This design comes from an exercise in tuning for small area on the open sky130 flow, not from production work.
Only simulation tests tie the RTL to the original design; equivalence was not proved.

==> flow/design.v <==
module register_file #(
  parameter int unsigned DATA_WIDTH = 32,
  parameter int unsigned ADDR_WIDTH = 5
) (
  input  logic                  clk,
  input  logic                  rst,
  input  logic [ADDR_WIDTH-1:0] addr_rs1,
  input  logic [ADDR_WIDTH-1:0] addr_rs2,
  input  logic [ADDR_WIDTH-1:0] addr_rd,
  input  logic [DATA_WIDTH-1:0] data_rd,
  input  logic                  we,
  output logic [DATA_WIDTH-1:0] data_rs1,
  output logic [DATA_WIDTH-1:0] data_rs2
);
  localparam int unsigned NUM_REGS = 2 ** ADDR_WIDTH;
  logic [NUM_REGS-1:1][DATA_WIDTH-1:0] regs;
  logic [NUM_REGS-1:1][DATA_WIDTH-1:0] regs_nxt;
  logic [NUM_REGS-1:1]                 valid;
  logic [NUM_REGS-1:1]                 wsel, wkeep;
  logic [NUM_REGS-1:1]                 rsel1, rsel2;
  always_comb begin
    for (int i = 1; i < NUM_REGS; i++) begin
      wsel[i]  = we && (addr_rd == ADDR_WIDTH'(i));
      wkeep[i] = !wsel[i];
      rsel1[i] = rst && valid[i] && (addr_rs1 == ADDR_WIDTH'(i));
      rsel2[i] = rst && valid[i] && (addr_rs2 == ADDR_WIDTH'(i));
    end
  end
  always_ff @(posedge clk or negedge rst) begin
    if (!rst) begin
      valid <= '0;
    end else begin
      valid <= valid | wsel;
    end
  end
  for (genvar i = 1; i < NUM_REGS; i++) begin : g_row
    for (genvar b = 0; b < DATA_WIDTH; b++) begin : g_bit
      rf_hold u_hold (
        .w(wsel[i]), .wn(wkeep[i]), .d(data_rd[b]), .q(regs[i][b]), .y(regs_nxt[i][b])
      );
    end
  end
  always_ff @(posedge clk) begin
    regs <= regs_nxt;
  end
  for (genvar b = 0; b < DATA_WIDTH; b++) begin : g_rd
    rf_read_bit u_rd1 (
      .sel(rsel1), .bits(column(b)), .y(data_rs1[b])
    );
    rf_read_bit u_rd2 (
      .sel(rsel2), .bits(column(b)), .y(data_rs2[b])
    );
  end
  function automatic logic [NUM_REGS-1:1] column(input int unsigned b);
    for (int i = 1; i < NUM_REGS; i++) column[i] = regs[i][b];
  endfunction
endmodule
module rf_hold (
  input  logic w,
  input  logic wn,
  input  logic d,
  input  logic q,
  output logic y
);
  assign y = (w & d) | (wn & q);
endmodule
module rf_aoi222 (
  input  logic a1, a2, b1, b2, c1, c2,
  output logic y
);
  assign y = !((a1 & a2) | (b1 & b2) | (c1 & c2));
endmodule
module rf_nand4 (
  input  logic a, b, c, d,
  output logic y
);
  assign y = !(a & b & c & d);
endmodule
module rf_nand3 (
  input  logic a, b, c,
  output logic y
);
  assign y = !(a & b & c);
endmodule
module rf_nand2 (
  input  logic a, b,
  output logic y
);
  assign y = !(a & b);
endmodule
module rf_or3 (
  input  logic a, b, c,
  output logic y
);
  assign y = a | b | c;
endmodule
module rf_read_bit (
  input  logic [31:1] sel,
  input  logic [31:1] bits,
  output logic                y
);
  logic [10:0] g_n;
  logic [2:0]  h;
  for (genvar g = 0; g < 10; g++) begin : g_grp
    rf_aoi222 u_aoi (
      .a1(sel[3*g+1]), .a2(bits[3*g+1]), .b1(sel[3*g+2]), .b2(bits[3*g+2]),
      .c1(sel[3*g+3]), .c2(bits[3*g+3]), .y(g_n[g])
    );
  end
  rf_nand2 u_last (.a(sel[31]), .b(bits[31]), .y(g_n[10]));
  rf_nand4 u_nand0 (.a(g_n[0]), .b(g_n[1]), .c(g_n[2]), .d(g_n[3]), .y(h[0]));
  rf_nand4 u_nand1 (.a(g_n[4]), .b(g_n[5]), .c(g_n[6]), .d(g_n[7]), .y(h[1]));
  rf_nand3 u_nand2 (.a(g_n[8]), .b(g_n[9]), .c(g_n[10]), .y(h[2]));
  rf_or3 u_or (.a(h[0]), .b(h[1]), .c(h[2]), .y(y));
endmodule
make LEC_CHECK=0 CAP_MARGIN=20 CORE_MARGIN=2 CORE_UTILIZATION=40 SETUP_SLACK_MARGIN=0.3 SLEW_MARGIN=20 SYNTH_HIERARCHICAL=1 SYNTH_MINIMUM_KEEP_SIZE=0 finish   # period 6.5 ns
run.sh (not shown) runs the stock make flow with config.mk's settings and CLKGATE_MAP_FILE= SYNTH_SCRIPT=/design/flow/synth_recipe.tcl, a recipe that flattens the netlist after the stock synthesis.
The starting point ran to the end with no violations.
Next try:
==> flow/flow/run.sh (new file) <==
#!/bin/bash
# Layout flow: the standard synthesis unchanged, then the standard ORFS steps with every
# combinational cell first set to its smallest size, small port buffers, no oversized
# repair buffers and a clock tree without dummy loads.
set -euo pipefail
here=$(pwd)
P=sky130_fd_sc_hd__

bash standard.sh synth > "$here/synth.log" 2>&1

platform_dont_use=$(make -s -C "$FLOW_HOME" DESIGN_CONFIG="$here/config.mk" WORK_HOME="$here/orfs" print-DONT_USE_CELLS | sed -n 's/^DONT_USE_CELLS: //p' | tail -1)
big=""
for c in xor2_2 xor2_4 xnor2_2 xnor2_4 buf_6 buf_8 buf_12 buf_16 bufinv_8 bufinv_16 bufbuf_8 bufbuf_16 clkbuf_16 inv_8 inv_12 inv_16 clkinv_8 clkinv_16; do
  big="$big ${P}$c"
done

cts_args="-sink_clustering_enable -repair_clock_nets -dont_use_dummy_load -buf_list {${P}clkbuf_4 ${P}clkbuf_8} -sink_clustering_size 14 -sink_clustering_max_diameter 60"

bash standard.sh "DONT_USE_CELLS=$platform_dont_use$big" \
  "POST_FLOORPLAN_TCL=$here/flow/downsize.tcl" \
  "BUFFER_PORTS_ARGS=-buffer_cell ${P}buf_1" \
  "CTS_ARGS=$cts_args" \
  finish > "$here/layout.log" 2>&1
==> flow/flow/downsize.tcl (new file) <==
# Set every combinational cell to the smallest drive strength of its type; repair_design
# after placement sizes up only the ones whose load needs it.
set db [ord::get_db]
set dont_use $::env(DONT_USE_CELLS)
array set smallest {}
foreach lib [$db getLibs] {
  foreach m [$lib getMasters] {
    set n [$m getName]
    if {[lsearch -exact $dont_use $n] >= 0} { continue }
    if {![regexp {^(sky130_fd_sc_hd__[a-z0-9]+)_([0-9]+)$} $n -> base size]} { continue }
    set area [expr {[$m getWidth] * [$m getHeight]}]
    if {![info exists smallest($base)] || $area < [lindex $smallest($base) 1]} {
      set smallest($base) [list $n $area]
    }
  }
}
set count 0
foreach inst [[ord::get_db_block] getInsts] {
  set n [[$inst getMaster] getName]
  if {![regexp {^(sky130_fd_sc_hd__[a-z0-9]+)_([0-9]+)$} $n -> base size]} { continue }
  if {[string match "*df*" $base] || [string match "*conb*" $base]} { continue }
  if {![info exists smallest($base)]} { continue }
  set target [lindex $smallest($base) 0]
  if {$target ne $n} {
    replace_cell [$inst getName] $target
    incr count
  }
}
puts "downsize: $count cells set to their smallest drive strength"
==> flow/standard.sh (new file) <==
#!/bin/bash
# synth_recipe.tcl (not shown) runs the flow's synth.tcl, then flattens the netlist and writes it again
# the make line also repeats each setting of config.mk as NAME=value (left out here)
make -C /OpenROAD-flow-scripts/flow DESIGN_CONFIG=/design/flow/config.mk WORK_HOME=/design/flow/orfs CLKGATE_MAP_FILE= SYNTH_SCRIPT=/design/flow/synth_recipe.tcl "${@:-finish}"
Settings changed: CORE_UTILIZATION 40 to 60, SETUP_SLACK_MARGIN 0.3 to default.
removed: flow/run.sh
Routed wire length fell by 3.8%.
Maximum frequency rose by 1.4%.
Die area falls by 33%.
Final cell count came out lower by 10%.
Non-clock buffer count increases by 27.
Via count came out higher by 4.6%.

## port drivers added, routing unchanged
In the flow no input, the clock included, has a driving cell. The finished layouts below were timed again as built, in two steps.
Step 1 assumes that a clkbuf_16 drives the clock port and a buf_2 every other input.
Step 2, shift: input delay + t, output delay - t, t = (earliest + latest rising clock arrival at the registers) / 2. This alone moves slack from input paths to output paths.
a / b / c = ideal ports / drivers / drivers and shift; a / b = the first two.
| run | shift t [ns] | setup WS [ns] | worst setup path after step 2 | latest minus earliest clock arrival (ns) | slew at the worst register clock pin (ns) |
|---|---|---|---|---|---|
| the first run | 0.762 | 0.263 / 0.242 / 0.242 | input to output | 0.025 / 0.025 | 0.07 / 0.07 |
| the second run | 0.800 | 0.351 / 0.327 / 0.327 | input to output | 0.042 / 0.042 | 0.10 / 0.10 |
After both steps setup and hold are still met in every run listed. For the second run, which loses most, drivers alone change the setup slack by -0.024 ns; drivers and shift together by -0.024 ns.
